From an optimization exercise on the open Yosys and OpenROAD flow, aimed at small area, a short achievable clock period and few clock cycles per item; shortcuts taken in it are not production practice.
Only simulation tests tie the RTL to the original design; equivalence was not proved.
No activity file was given, so power comes from the tool's default toggle rates.

==> flow/design.v (excerpt) <==
module partition_count_table
#(
    parameter int MAX_ELEMENTS = MAX_ELEMENTS_DEF
) (
    input  wire logic                  aclk,
    input  wire logic                  aresetn,
    input  wire logic                  s_tvalid,
    output logic                       s_tready,
    input  wire logic [S_TDATA_W-1:0]  s_tdata,   
    output logic                       m_tvalid,
    input  wire logic                  m_tready,
    output logic [M_TDATA_W-1:0]       m_tdata,   
    output logic                       m_tuser    
);
export LEC_CHECK = 0
export CAP_MARGIN = 20
export CELL_PAD_IN_SITES_DETAIL_PLACEMENT = 1
export CELL_PAD_IN_SITES_GLOBAL_PLACEMENT = 2
export CORE_MARGIN = 2
export CORE_UTILIZATION = 22
export PLACE_DENSITY = 0.4
export SLEW_MARGIN = 20
create_clock -name core_clock -period 10.0 [get_ports {aclk}]
standard.sh (not shown) runs the stock make flow with config.mk's settings and CLKGATE_MAP_FILE= SYNTH_SCRIPT=/design/flow/synth_recipe.tcl, a recipe that flattens the netlist after the stock synthesis.
==> flow/flow/run.sh <==
#!/bin/bash
set -euo pipefail
export SETUP_SLACK_MARGIN=6.4
export BUFFER_PORTS_ARGS="-buffer_cell sky130_fd_sc_hd__buf_2"
bash standard.sh > standard_flow.log 2>&1
The baseline completed without violations.
Testbench counts at the start, summed over its fixed seeds: cycles 2,416, queries 2,400.
Rerun with:
--- a/flow/flow/run.sh
+++ b/flow/flow/run.sh
@@ -3 +3 @@
-export SETUP_SLACK_MARGIN=6.4
+export SETUP_SLACK_MARGIN=6.6
After rerunning:
- clock-buffer cell count stays the same
- routed wire length came out lower by a few percent
- clock skew came out lower by 5.6 ps
- die area is unchanged
- power came out lower slightly
- global-route usage came out lower by 1.5 points
- design area came out higher by a few percent
- via count came out lower slightly
- synthesized cell count is unchanged
Rerun with:
CORE_UTILIZATION = 24   (was 22)
PLACE_DENSITY = 0.45   (was 0.4)
Final cell count came out lower by a few percent.
Routed wire length came out higher slightly.
Global-route usage came out higher by 5.5 points.
Flip-flop and latch count does not change.
Rerun with:
--- a/flow/flow/run.sh
+++ b/flow/flow/run.sh
@@ -3 +3 @@
-export SETUP_SLACK_MARGIN=6.6
+export SETUP_SLACK_MARGIN=6.8
CORE_UTILIZATION = 22   (was 24)
PLACE_DENSITY = 0.4   (was 0.45)
The changed run passed the timing, DRC and antenna checks.
Sequential share of layout area decreases by 1.3 points.
Synthesized cell count is unchanged.
First-iteration DRC count decreases by roughly a tenth.
Power increases by a few percent.
Die area increases by a little under a tenth.
Register-to-register slack gains 50 ps.
Critical path depth is unchanged.
Wire length decreases slightly.
Design area increases by a few percent.
Clock skew is about the same.
Global-route usage decreases by 5.2 points.

* * *

the reference run:
Another version of the RTL of partition_count_table (not shown whole).
Size: roughly 2,100 cells after synthesis, about 120 flip-flops, ~87 I/O pins.
==> flow/config.mk <==
export PLATFORM = sky130hd
export DESIGN_NAME = partition_count_table
export DESIGN_NICKNAME = partition_count_table
export VERILOG_FILES = /design/flow/design.v
export SDC_FILE = /design/flow/constraint.sdc
export NUM_CORES = 4
export LEC_CHECK = 0
export CAP_MARGIN = 20
export CELL_PAD_IN_SITES_DETAIL_PLACEMENT = 1
export CELL_PAD_IN_SITES_GLOBAL_PLACEMENT = 2
export CORE_MARGIN = 2
export CORE_UTILIZATION = 20
export PLACE_DENSITY = 0.4
export SLEW_MARGIN = 20
==> flow/constraint.sdc <==
create_clock -name core_clock -period 10.0 [get_ports {aclk}]
set_input_delay 2.0000 -clock core_clock [delete_from_list [all_inputs] [get_ports {aclk}]]
set_output_delay 2.0000 -clock core_clock [all_outputs]
set_load 0.01 [all_outputs]
==> flow/flow/run.sh <==
#!/bin/bash
# Own flow: the standard layout (standard.sh, all steps, unchanged scripts), with the
# timing repair at floorplan, CTS and global route aiming for SETUP_SLACK_MARGIN ns of setup
# slack instead of 0, so that gates on the table's paths get sized for a shorter period.
# The make output goes to standard_flow.log here; ORFS's own logs are under orfs/logs/.
set -euo pipefail
export SETUP_SLACK_MARGIN=7.0
bash standard.sh > standard_flow.log 2>&1
Testbench counts of the reference run, summed over its fixed seeds: cycles 2,416, queries 2,400.
[inputs] the trial run vs the reference run
diff --git a/flow/flow/run.sh b/flow/flow/run.sh
--- a/flow/flow/run.sh
+++ b/flow/flow/run.sh
@@ -6,3 +6,3 @@
 set -euo pipefail
-export SETUP_SLACK_MARGIN=7.0
+export SETUP_SLACK_MARGIN=6.2
 bash standard.sh > standard_flow.log 2>&1
## What came out
The trial run: done, clean on timing, DRC and antenna. Diff the trial run..the reference run | proportion of synthesized chip area in sequential cells | unchanged. Taking the reference run as the reference, in the trial run maximum clock frequency shows a reduction of 0.039 GHz; footprint of the flip-flops and latches stayed essentially flat.

* * *

== alpha ==
Starting RTL as in the previous note.
export LEC_CHECK = 0
export CAP_MARGIN = 20
export CELL_PAD_IN_SITES_DETAIL_PLACEMENT = 1
export CELL_PAD_IN_SITES_GLOBAL_PLACEMENT = 2
export CORE_MARGIN = 2
export CORE_UTILIZATION = 24
export CTS_BUF_LIST = sky130_fd_sc_hd__clkbuf_4 sky130_fd_sc_hd__clkbuf_8
export PLACE_DENSITY = 0.45
export SLEW_MARGIN = 20
create_clock -name core_clock -period 10.0 [get_ports {aclk}]
==> flow/flow/run.sh <==
#!/bin/bash
set -euo pipefail
export SETUP_SLACK_MARGIN=6.6
export BUFFER_PORTS_ARGS="-buffer_cell sky130_fd_sc_hd__buf_2"
bash standard.sh > standard_flow.log 2>&1
Testbench counts of alpha, summed over its fixed seeds: cycles 2,416, queries 2,400.
Inputs modified between alpha and epsilon:
- changing CORE_UTILIZATION from 24 to 26
- removing CTS_BUF_LIST (formerly sky130_fd_sc_hd__clkbuf_4 sky130_fd_sc_hd__clkbuf_8)
==> flow/flow/run.sh <==
#!/bin/bash
# Own flow: the standard layout (standard.sh, all steps, unchanged scripts), with the
# timing repair at floorplan, CTS and global route aiming for SETUP_SLACK_MARGIN ns of setup
# slack instead of 0, so that gates on the table's paths get sized for a shorter period.
# The make output goes to standard_flow.log here; ORFS's own logs are under orfs/logs/.
set -euo pipefail
export SETUP_SLACK_MARGIN=6.6
bash standard.sh > standard_flow.log 2>&1
Findings:
- The clock network fraction of total power of epsilon exceeds that of alpha by 3.6 points.
- The worst vdd rail ir drop number comes out higher for epsilon vs alpha.
- Summary of the comparison: cell count is lower in epsilon, relative to alpha.
- Core footprint: epsilon better than alpha
- | design area | epsilon vs alpha | 2.5% higher |
- epsilon ends up with lower wire length on met2 than alpha does.
- Starting density of the core: epsilon vs alpha up 2.2 points

-- port drivers added, routing unchanged --
How much do the figures lean on ideal ports? The routed layouts below were timed once more, with nothing changed but the port constraints.
Step 1 sets driving cells, clkbuf_16 on the clock port and buf_2 on the other inputs (assumed; they add their load-dependent delay and slew).
Step 2, shift: input delay + t, output delay - t, t = (earliest + latest rising clock arrival at the registers) / 2. This alone moves slack from input paths to output paths.
a / b / c = ideal / step 1 / step 2; a / b = the first two.
run	t, ns	setup slack, ns	worst setup path at the end	clock arrival spread, ns	worst data-port slew with drivers (ns)
the first run of note 1	0.572	6.185 / 6.185 / 6.173	input to register	0.027 / 0.027	0.03
the second run of note 1	0.575	6.332 / 6.332 / 6.323	input to register	0.019 / 0.019	0.03
the third run of note 1	0.578	6.122 / 6.122 / 6.122	register to register	0.023 / 0.024	0.03
the fourth run of note 1	0.571	6.176 / 6.176 / 6.176	register to register	0.023 / 0.023	0.03
the reference run	0.565	6.486 / 6.486 / 6.486	register to register	0.020 / 0.019	0.03
the trial run	0.562	5.935 / 5.935 / 5.918	input to register	0.023 / 0.023	0.03
alpha	0.626	6.236 / 6.236 / 6.236	register to register	0.031 / 0.030	0.05
epsilon	0.550	6.347 / 6.347 / 6.169	input to register	0.014 / 0.014	0.05
After both steps every run listed still meets setup and hold. The setup slack of epsilon, which loses most, moves by 0.000 ns with the drivers and by -0.178 ns with both steps.
